From an optimization exercise on the open Yosys and OpenROAD flow, aimed at small area, a short achievable clock period and few clock cycles per item; shortcuts taken in it are not production practice.
In this exercise RTL edits were held to simulation tests only and were not proved equivalent to the original.
Power is estimated from default activity; no workload was simulated.

// voltmeter_display_controller_core
module voltmeter_display_controller_core (
    input  wire logic                           i_clk,
    input  wire logic                           i_rst_n,
    input  wire logic                           i_cfg_we,
    input  wire logic [vdc_pkg::CFG_IDX_W-1:0]  i_cfg_idx,
    input  wire logic [vdc_pkg::CFG_DATA_W-1:0] i_cfg_data,
    input  wire logic                           i_in_valid,
    output      logic                           o_in_ready,
    input  wire logic [vdc_pkg::FUNC_W-1:0]     i_in_func,
    input  wire logic [9:0]                     i_in_sample,
    input  wire logic [vdc_pkg::SW_W-1:0]       i_in_switches,
    output      logic                           o_out_valid,
    input  wire logic                           i_out_ready,
    output      logic [vdc_pkg::SEG_W-1:0]      o_out_segments,
    output      logic                           o_out_digit_high,
    output      logic [vdc_pkg::DUTY_W-1:0]     o_out_duty_percent,
    output      logic [vdc_pkg::PERIOD_W-1:0]   o_out_compare_count,
    output      logic [vdc_pkg::VAL_W-1:0]      o_out_shown_value
);
    logic [PERIOD_W-1:0]  w_period;
    logic [4*DUTY_W-1:0]  w_levels;
    logic                 w_busy;
    logic                 r_m_valid, r_k_valid;
    logic [FUNC_W-1:0]    r_m_func,  r_k_func;
    logic [PL_W-1:0]      r_m_pl,    r_k_pl;
    logic [PL_W-1:0]      w_in_pl;
    logic [DUTY_W-1:0]    w_in_lv;
    logic                 w_take, w_adv;
    logic                 r_s_pend;
    assign w_in_lv = w_levels[i_in_switches[3:2]*DUTY_W +: DUTY_W];
  ...
clock: 8.0 ns
lec_check: 0
abc_clock_period_in_ps: 2500
cap_margin: 20
core_margin: 2
core_utilization: 40
setup_slack_margin: 5
slew_margin: 20
run.sh (not shown) runs the stock make flow with config.mk's settings and CLKGATE_MAP_FILE= SYNTH_SCRIPT=/design/flow/synth_recipe.tcl, a recipe that flattens the netlist after the stock synthesis.
Testbench counts at the start, summed over its fixed seeds: cycles 17,398, items 16,046.
Next try:
- ABC_CLOCK_PERIOD_IN_PS: 2500 -> not set
- SETUP_SLACK_MARGIN: 5 -> not set
Final area went down by 11%.
Combinational power went down by 26%.
Cell count went down by 5.1%.
Area after synthesis stays the same.
Total power went down by 4.9%.
Next try:
- ABC_CLOCK_PERIOD_IN_PS: not set -> 3500
- SETUP_SLACK_MARGIN: not set -> 4
Final area rose by 3.9%.
Setup slack gains 750 ps.
Global-route usage came out lower by 0.12 points.
Routed wire length came out higher by 0.98%.
Power went up by 4.2%.
Via count came out higher by 1.8%.
Sequential cell count stays the same.

* * *

Another version of the RTL of voltmeter_display_controller_core (not shown whole).
Size: roughly 81 I/O pins, about 9400 um2 of cells after synthesis.
==> flow/design.v (excerpt) <==
module voltmeter_display_controller_core (
    input  wire logic                           i_clk,
    input  wire logic                           i_rst_n,
    input  wire logic                           i_cfg_we,
    input  wire logic [vdc_pkg::CFG_IDX_W-1:0]  i_cfg_idx,
    input  wire logic [vdc_pkg::CFG_DATA_W-1:0] i_cfg_data,
    input  wire logic                           i_in_valid,
    output      logic                           o_in_ready,
    input  wire logic [vdc_pkg::FUNC_W-1:0]     i_in_func,
    input  wire logic [9:0]                     i_in_sample,
    input  wire logic [vdc_pkg::SW_W-1:0]       i_in_switches,
    output      logic                           o_out_valid,
    input  wire logic                           i_out_ready,
    output      logic [vdc_pkg::SEG_W-1:0]      o_out_segments,
    output      logic                           o_out_digit_high,
    output      logic [vdc_pkg::DUTY_W-1:0]     o_out_duty_percent,
    output      logic [vdc_pkg::PERIOD_W-1:0]   o_out_compare_count,
    output      logic [vdc_pkg::VAL_W-1:0]      o_out_shown_value
);
clock: 8.0 ns
lec_check: 0
abc_clock_period_in_ps: 2000
cap_margin: 5
core_margin: 2
core_utilization: 40
cts_buf_list: sky130_fd_sc_hd__clkbuf_4 sky130_fd_sc_hd__clkbuf_8
cts_cluster_diameter: 60
cts_cluster_size: 40
slew_margin: 5
standard.sh (not shown) runs the stock make flow with config.mk's settings and CLKGATE_MAP_FILE= SYNTH_SCRIPT=/design/flow/synth_recipe.tcl, a recipe that flattens the netlist after the stock synthesis.
==> flow/flow/run.sh <==
#!/bin/bash
# Standard layout, with the port buffers made from buf_2 cells instead of the
# default choice, and timing repair aiming further below the clock period.
set -euo pipefail
export BUFFER_PORTS_ARGS="-buffer_cell sky130_fd_sc_hd__buf_2"
export SETUP_SLACK_MARGIN=5
bash standard.sh > standard.log 2>&1
The starting point completed with no timing, DRC or antenna violations.
Testbench counts at the start, summed over its fixed seeds: cycles 17,396, items 16,046.
Change:
Settings changed: CAP_MARGIN 5 to 20, CORE_UTILIZATION 40 to 60, SLEW_MARGIN 5 to 20.
The changed run completed without violations.
Maximum frequency barely changes.
Core utilization rose by 23 points.
Via count goes up by 0.84%.
Count of clock-buffer cells in the layout rises by 2.
Change:
Settings changed: CORE_UTILIZATION 60 to 40.
The new run finished with timing, DRC and antenna clean; routed wire length went up by 4.2%; worst hold slack hardly moves; cell count went up by 7.9%; via count went down by 0.73%; clock-buffer cell count went down by 4; clock skew is about the same; area after synthesis does not change.

* * *

voltmeter_display_controller_core, a different RTL version from the one above (not shown whole).
Size: about 150 flip-flops, about 81 I/O pins.
export LEC_CHECK = 0
export ABC_CLOCK_PERIOD_IN_PS = 2000
export CAP_MARGIN = 20
export CORE_MARGIN = 2
export CORE_UTILIZATION = 40
export CTS_BUF_LIST = sky130_fd_sc_hd__clkbuf_4 sky130_fd_sc_hd__clkbuf_8
export CTS_CLUSTER_DIAMETER = 60
export CTS_CLUSTER_SIZE = 40
export SLEW_MARGIN = 20
create_clock -name core_clock -period 8.0 [get_ports {i_clk}]
==> flow/flow/run.sh <==
#!/bin/bash
# Standard layout, with the port buffers made from buf_2 cells instead of the
# default choice, and timing repair aiming further below the clock period.
set -euo pipefail
export BUFFER_PORTS_ARGS="-buffer_cell sky130_fd_sc_hd__buf_2"
export SETUP_SLACK_MARGIN=4.9
bash standard.sh > standard.log 2>&1
Testbench counts at the start, summed over its fixed seeds: cycles 17,396, items 16,046.
==> next run, changes <==
==> flow/flow/run.sh (replaced) <==
#!/bin/bash
# The standard layout (standard.sh: standard synthesis and ORFS flow),
# with two changes: the port buffers are buf_2 cells instead of the default
# choice, and timing repair aims for a setup slack of 5.6 ns. ORFS writes each
# step's log under orfs/logs/; make's own output goes to standard.log.
set -euo pipefail
export BUFFER_PORTS_ARGS="-buffer_cell sky130_fd_sc_hd__buf_2"
export SETUP_SLACK_MARGIN=5.6
bash standard.sh > standard.log 2>&1
ABC_AREA = 1   (was not set)
PLACE_DENSITY = 0.75   (was not set)
What happened: The new run finished clean; total power is higher by 11%; routed wire length is higher by 25%; setup slack improves by 0.36 ns; sequential share of layout area is lower by 4.5 points; cell count is higher by 26%.

## afterwards: timing with drivers on the ports
Ports are ideal in the flow. The routed layouts listed here were re-timed in OpenROAD. Step 1 assumes that a clkbuf_16 drives the clock port and a buf_2 every other input. Step 2 moves the port delays by t, midway between the first and last clock arrival at a register: inputs arrive t later, outputs are due t later. That takes back most of the time a late clock gives input paths. Slacks: ideal / step 1 / step 2; pairs: ideal / step 1.
run | t, ns | slack for setup (ns) | cell pins on the clock port's net
the first run of note 1 | 0.463 | 3.814 / 3.814 / 3.814 | 1
the second run of note 1 | 0.465 | 3.107 / 3.107 / 3.107 | 1
the third run of note 1 | 0.473 | 3.853 / 3.853 / 3.853 | 1
the first run of note 2 | 0.496 | 5.009 / 5.009 / 4.614 | 1
the second run of note 2 | 0.475 | 5.004 / 5.004 / 4.642 | 1
the third run of note 2 | 0.490 | 5.045 / 5.040 / 4.627 | 1
the first run of note 3 | 0.488 | 4.971 / 4.971 / 4.617 | 1
the second run of note 3 | 0.487 | 5.332 / 5.296 / 5.055 | 1
After both steps setup and hold are still met in every run listed. For the third run of note 2, which loses most, drivers alone change the setup slack by -0.005 ns; drivers and shift together by -0.418 ns.
